Context: an optimization exercise on an open-source flow, tuned for small area, a short achievable clock period and few clock cycles. The choices shown serve that exercise and are no tape-out recipe. Function was checked by simulation only, so behaviour that the tests miss may differ from the original. Power is estimated from default activity; no workload was simulated.

==> build 8 <==
==> flow/design.v (excerpt) <==
module hough_line_sort_merge (
   input  logic        clock,
   input  logic        reset,
   input  logic [31:0] req_tdata,
   input  logic        req_tlast,
   input  logic        req_tvalid,
   output logic        req_tready,
   output logic [31:0] rsp_tdata,
   output logic        rsp_tuser,    
   output logic        rsp_tlast,
   output logic        rsp_tvalid,
   input  logic        rsp_tready,
   input  logic        csr_valid,
   output logic        csr_ready,
   input  logic [hlsm_pkg::CsrIndexWidth-1:0] csr_index,
   input  logic [hlsm_pkg::AngleWidth-1:0]    csr_data
);
make LEC_CHECK=0 CAP_MARGIN=20 CORE_MARGIN=2 CORE_UTILIZATION=55 PLACE_DENSITY=0.65 SETUP_SLACK_MARGIN=5 SLEW_MARGIN=20 finish   # period 8.0 ns
run.sh (not shown) runs the stock make flow with config.mk's settings and CLKGATE_MAP_FILE= SYNTH_SCRIPT=/design/flow/synth_recipe.tcl, a recipe that flattens the netlist after the stock synthesis.
==> trial 94: changes against build 8 <==
--- a/flow/design.v
+++ b/flow/design.v
@@ -18,16 +18,38 @@
       logic insert;   
       logic shift;    
    } cell_ctl_type;
    typedef struct packed {
       logic [AngleWidth-1:0] merge_tol;
       logic [AngleWidth-1:0] skip_low;
       logic [AngleWidth-1:0] skip_high;
    } csr_type;
+   function automatic logic [16:0] add17(input logic [16:0] a, input logic [16:0] b,
+                                         input logic cin);
+      logic [16:0] g, p, gg, pp;
+      logic [17:0] c;
+      g  = a & b;
+      p  = a ^ b;
+      gg = g;
+      pp = p;
+      for (int l = 0; l < 5; l++) begin
+         for (int i = 0; i < 17; i++) begin
+            if (((i >> l) & 1) == 1) begin
+               gg[i] = gg[i] | (pp[i] & gg[((i >> l) << l) - 1]);
+               pp[i] = pp[i] & pp[((i >> l) << l) - 1];
+            end
+         end
+      end
+      c[0] = cin;
+      for (int i = 0; i < 17; i++) begin
+         c[i+1] = gg[i] | (pp[i] & cin);
+      end
+      add17 = p ^ c[16:0];
+   endfunction
 endpackage
 module hlsm_cell (
    input  logic                  clock,
    input  hlsm_pkg::cell_ctl_type ctl,
    input  hlsm_pkg::line_type    new_line,       
    input  logic                  new_tag,
    input  logic                  new_ge,         
    input  logic [hlsm_pkg::DistWidth-1:0] cmp_distance,   
@@ -49,17 +71,17 @@
 );
    localparam int W  = hlsm_pkg::DistWidth + hlsm_pkg::AngleWidth + 1;
    localparam int DW = hlsm_pkg::DistWidth;
    logic [W-1:0] data_ff;
    logic [W-1:0] data_in;
    logic         ge_in;
    logic         kept_ff;        
    logic         complete_ff;    
-   logic         take_new, take_next, load;
+   logic         take_new, take_next, take_prev, load;
    function automatic logic rho_ge(input logic [DW-1:0] a, input logic [DW-1:0] b);
       logic [DW-1:0] ua, ub;
       logic          ge;
       ua = {~a[DW-1], a[DW-2:0]};
       ub = {~b[DW-1], b[DW-2:0]};
       ge = 1'b1;
       for (int k = 0; k < DW; k++) begin
          ge = (ua[k] & ~ub[k]) | (~(ua[k] ^ ub[k]) & ge);
@@ -68,30 +90,30 @@
    endfunction
    assign ge_out = rho_ge(data_ff[W-1:W-DW], cmp_distance);
    assign keep_out     = complete_ff || kept_ff;
    assign complete_out = complete_ff;
    assign take_new  = ctl.insert && (ctl.shift ? (keep_out && !next_keep)
                                                : (!keep_out && prev_keep));
    assign load      = ctl.shift ? (!ctl.insert || keep_out) : (ctl.insert && !keep_out);
    assign take_next = ctl.shift && (!ctl.insert || next_keep);
-   assign data_in = take_new  ? {new_line, new_tag}
-                  : take_next ? {next_line, next_tag}
-                  :             {prev_line, prev_tag};
-   assign ge_in = !load    ? ge_out
-                : take_new  ? new_ge
-                : take_next ? next_ge
-                :             prev_ge;
+   assign take_prev = ctl.insert && !ctl.shift && !keep_out && !prev_keep;
+   assign data_in = ({W{!load}}     & data_ff)
+                  | ({W{take_prev}} & {prev_line, prev_tag})
+                  | ({W{take_next}} & {next_line, next_tag})
+                  | ({W{take_new}}  & {new_line, new_tag});
+   assign ge_in = (!load     && occupied_next && ge_out)
+               || (take_new  && occupied_next && new_ge)
+               || (take_next && occupied_next && next_ge)
+               || (take_prev && occupied_next && prev_ge);
    always_ff @(posedge clock) begin
-      if (load) begin
-         data_ff <= data_in;
-      end
+      data_ff <= data_in;
    end
    always_ff @(posedge clock) begin
-      kept_ff     <= occupied_next && ge_in;
+      kept_ff     <= ge_in;
       complete_ff <= complete_next;
    end
    assign line_out = data_ff[W-1:1];
    assign tag_out  = data_ff[0];
 endmodule
 module hlsm_walk (
    input  logic                 clock,
    input  logic                 reset,
@@ -121,26 +143,25 @@
    logic                 em_valid_ff, em_valid_in;
    hlsm_pkg::line_type   em_line_ff, em_line_in;
    logic                 em_last_ff, em_last_in;
    logic [QN-1:0]        q_valid_ff, q_valid_in;
    logic [QN-1:0][LW-1:0] q_line_ff, q_line_in;    
    logic [QN-1:0]        q_keep_ff, q_keep_in;
    logic [QN-1:0]        q_last_ff, q_last_in;
    logic                 close;
-   logic [AW:0]          angle_sum;
+   logic [AW+1:0]        angle_sum;
    logic signed [DW:0]   dist_sum;
    logic signed [DW:0]   dist_sum1;
    hlsm_pkg::line_type   avg_line;
    logic                 emit;
    hlsm_pkg::line_type   emit_line;
    logic                 em_keep;
    logic                 pop;
    logic                 push;
-   logic [2:0]           in_flight;
    function automatic logic diff_below(input logic [AW-1:0] a, input logic [AW-1:0] b,
                                        input logic [AW-1:0] t);
       logic [AW+1:0] x, y, z, s, c, r;
       x = {2'b00, a};
       y = ~{2'b00, b};
       z = ~{2'b00, t};
       s = x ^ y ^ z;
       c = {(x[AW:0] & y[AW:0]) | (x[AW:0] & z[AW:0]) | (y[AW:0] & z[AW:0]), 1'b0};
@@ -159,21 +180,21 @@
    end
    always_ff @(posedge clock) begin
       if (step) begin
          wk_line_ff  <= head_line;
          wk_last_ff  <= last_line;
          wk_close_ff <= close;
       end
    end
-   assign angle_sum = {1'b0, run_angle_ff} + {1'b0, wk_line_ff.angle};
-   assign dist_sum  = {run_distance_ff[DW-1], run_distance_ff}
-                    + {wk_line_ff.distance[DW-1], wk_line_ff.distance};
-   assign dist_sum1 = {run_distance_ff[DW-1], run_distance_ff}
-                    + {wk_line_ff.distance[DW-1], wk_line_ff.distance} + (DW+1)'(1);
+   assign angle_sum = hlsm_pkg::add17({2'b00, run_angle_ff}, {2'b00, wk_line_ff.angle}, 1'b0);
+   assign dist_sum  = hlsm_pkg::add17({run_distance_ff[DW-1], run_distance_ff},
+                                      {wk_line_ff.distance[DW-1], wk_line_ff.distance}, 1'b0);
+   assign dist_sum1 = hlsm_pkg::add17({run_distance_ff[DW-1], run_distance_ff},
+                                      {wk_line_ff.distance[DW-1], wk_line_ff.distance}, 1'b1);
    assign avg_line.distance = dist_sum[DW] ? dist_sum1[DW:1] : dist_sum[DW:1];
    assign avg_line.angle    = angle_sum[AW:1];
    assign emit_line = run_open_ff ? avg_line : wk_line_ff;
    assign emit      = wk_valid_ff && !wk_close_ff;
    always_comb begin
       run_distance_in = run_distance_ff;
       run_angle_in    = run_angle_ff;
       run_open_in     = run_open_ff;
@@ -220,19 +241,18 @@
          end else begin
             q_valid_in[2] = 1'b1;
             q_line_in[2]  = em_line_ff;
             q_keep_in[2]  = em_keep;
             q_last_in[2]  = em_last_ff;
          end
       end
    end
-   assign in_flight = 3'(step) + 3'(em_valid_in) + 3'(q_valid_in[0]) + 3'(q_valid_in[1])
-                    + 3'(q_valid_in[2]);
-   assign room_next = (in_flight <= 3'd3);
+   assign room_next = !((step && em_valid_in && q_valid_in[1])
+                     || ((step || em_valid_in) && q_valid_in[2]));
    always_ff @(posedge clock) begin
       if (reset) begin
          run_open_ff <= 1'b0;
          em_valid_ff <= 1'b0;
          q_valid_ff  <= '0;
       end else begin
          run_open_ff <= run_open_in;
          em_valid_ff <= em_valid_in;
@@ -287,16 +307,18 @@
    logic [N-1:0]        cell_complete;
    logic [N+1:0]        occ_therm;               
    logic [CW-1:0]       set_count_ff, set_count_in;
    logic                tag_ff, tag_in;         
    hlsm_pkg::csr_type   csr_ff, csr_in;
    logic                drop;
    logic                advance;
    logic                full_next;
+   logic                req_tready_ff;          
+   logic                walk_step_in;
    logic                occ_full_ff;            
    logic                occ_near_ff;            
    logic                walk_ready_in;
    logic                walk_step_ff;           
    logic                room_next;
    logic                set_done;
    logic                do_insert;
    logic                walk_step;
@@ -322,17 +344,17 @@
    assign occ_plus   = occ_ff + CW'(do_insert);
    assign occ_minus  = occ_plus - CW'(1);
    assign cmpl_minus = cmpl_ff - CW'(1);
    assign occ_in     = walk_step ? occ_minus : occ_plus;
    assign drop       = (set_count_ff == CW'(N));
    assign full_next  = (occ_full_ff && (do_insert == walk_step))
                     || (occ_near_ff && do_insert && !walk_step);
    assign advance    = in_valid_ff && (drop || !full_next);
-   assign req_tready = !in_valid_ff || advance;
+   assign req_tready = req_tready_ff;
    assign set_done   = ins_done_ff;
    always_comb begin
       in_valid_in = in_valid_ff && !advance;
       in_line_in  = in_line_ff;
       in_last_in  = in_last_ff;
       if (req_tready) begin
          in_valid_in         = req_tvalid;
          in_line_in.distance = req_tdata[DW-1:0];
@@ -355,16 +377,27 @@
          unique case (csr_index)
             hlsm_pkg::CsrMergeTol: csr_in.merge_tol = csr_data;
             hlsm_pkg::CsrSkipLow:  csr_in.skip_low  = csr_data;
             hlsm_pkg::CsrSkipHigh: csr_in.skip_high = csr_data;
             default:               csr_in = csr_ff;
          endcase
       end
    end
+   assign walk_step_in = walk_ready_in && room_next;
+   always_ff @(posedge clock) begin
+      if (reset) begin
+         req_tready_ff <= 1'b1;
+      end else begin
+         req_tready_ff <= !in_valid_in
+                       || (set_count_in == CW'(N))
+                       || !(((occ_in == CW'(N)) && (ins_valid_in == walk_step_in))
+                            || ((occ_in == CW'(N - 1)) && ins_valid_in && !walk_step_in));
+      end
+   end
    assign walk_step     = walk_step_ff;
    assign walk_ready_in = set_done ? (occ_in != '0)
                                    : (walk_step ? (cmpl_ff > CW'(1)) : (cmpl_ff != '0));
    always_comb begin
       cmpl_in      = set_done ? occ_in : (walk_step ? cmpl_minus : cmpl_ff);
       set_count_in = (advance && in_last_ff) ? '0 : (set_count_ff + CW'(advance && !drop));
       tag_in       = tag_ff ^ (advance && in_last_ff);
    end
@@ -385,17 +418,17 @@
          csr_ff.skip_high <= hlsm_pkg::SkipHighReset;
       end else begin
          in_valid_ff  <= in_valid_in;
          ins_valid_ff <= ins_valid_in;
          ins_done_ff  <= ins_done_in;
          occ_ff       <= occ_in;
          occ_full_ff  <= (occ_in == CW'(N));
          occ_near_ff  <= (occ_in == CW'(N - 1));
-         walk_step_ff  <= walk_ready_in && room_next;
+         walk_step_ff  <= walk_step_in;
          cmpl_ff      <= cmpl_in;
          set_count_ff <= set_count_in;
          tag_ff       <= tag_in;
          csr_ff       <= csr_in;
       end
    end
    always_ff @(posedge clock) begin
       in_line_ff <= in_line_in;
Settings changed: CTS_CLUSTER_DIAMETER set to 120, CTS_CLUSTER_SIZE set to 20.
==> notes <==
Core utilization: trial 94 is lower than build 8 (2.2 points). Synthesized cell count is about the same in build 8 and trial 94. Worst setup slack: build 8 is lower than trial 94 (0.89 ns). In trial 94 the via count is higher than in build 8, by 5.9%. Against build 8, the critical path depth of trial 94 is higher by 6. Against trial 94, the power of build 8 is higher by about 40%. In build 8 the clock skew is lower than in trial 94, by 0.0099 ns.
==> figures <==
Endpoint type of the worst setup path: build 8 output port; trial 94 flop
Biggest cell delay along the critical path: build 8 0.41 ns; trial 94 0.51 ns
Buffer count excluding the clock tree in the final layout: build 8 491; trial 94 436
Relative contribution of combinational cells to total power: build 8 0.405; trial 94 0.407
Result of the run: build 8 complete, no violations; trial 94 complete, no violations
Synthesized area per cell: build 8 10.3 um2; trial 94 8.74 um2
Count of inserted tapcells: build 8 3570; trial 94 3026
Biggest fanout along the worst timing path: build 8 2; trial 94 20
Clock buffer count: build 8 374; trial 94 169
Slew headroom: build 8 0.177; trial 94 0.179
Antenna diodes: build 8 4; trial 94 12
Post-synth top area cell: build 8 sky130_fd_sc_hd__edfxtp_1; trial 94 sky130_fd_sc_hd__dfxtp_1
P per Cell Area: build 8 438 nW/um2; trial 94 382 nW/um2
Cell Count, Final, Fillers Out: build 8 18000; trial 94 16800
Via count: build 8 114000; trial 94 121000
Testbench counts of build 8, summed over its fixed seeds: cycles 15,331.
Testbench counts of trial 94, summed over its fixed seeds: cycles 15,331.

## what the ideal ports hide
Ports are ideal in the flow. The routed layouts listed here were re-timed in OpenROAD. Step 1, drivers: a clkbuf_16 drives clock and a buf_2 each remaining input, both assumed. Step 2 moves the port delays by t, midway between the first and last clock arrival at a register: inputs arrive t later, outputs are due t later. That takes back most of the time a late clock gives input paths. a / b / c = no drivers / after step 1 / after step 2; a / b = the first two.
| run | shift t [ns] | setup WS [ns] | hold slack, ns |
|---|---|---|---|
| build 8 | 1.023 | 3.974 / 3.868 / 3.992 | 0.339 / 0.339 / 0.339 |
| trial 94 | 0.924 | 4.863 / 4.862 / 4.246 | 0.336 / 0.336 / 0.336 |
After both steps every run listed still meets setup and hold. For trial 94, which loses most, drivers alone change the setup slack by -0.001 ns; drivers and shift together by -0.617 ns.
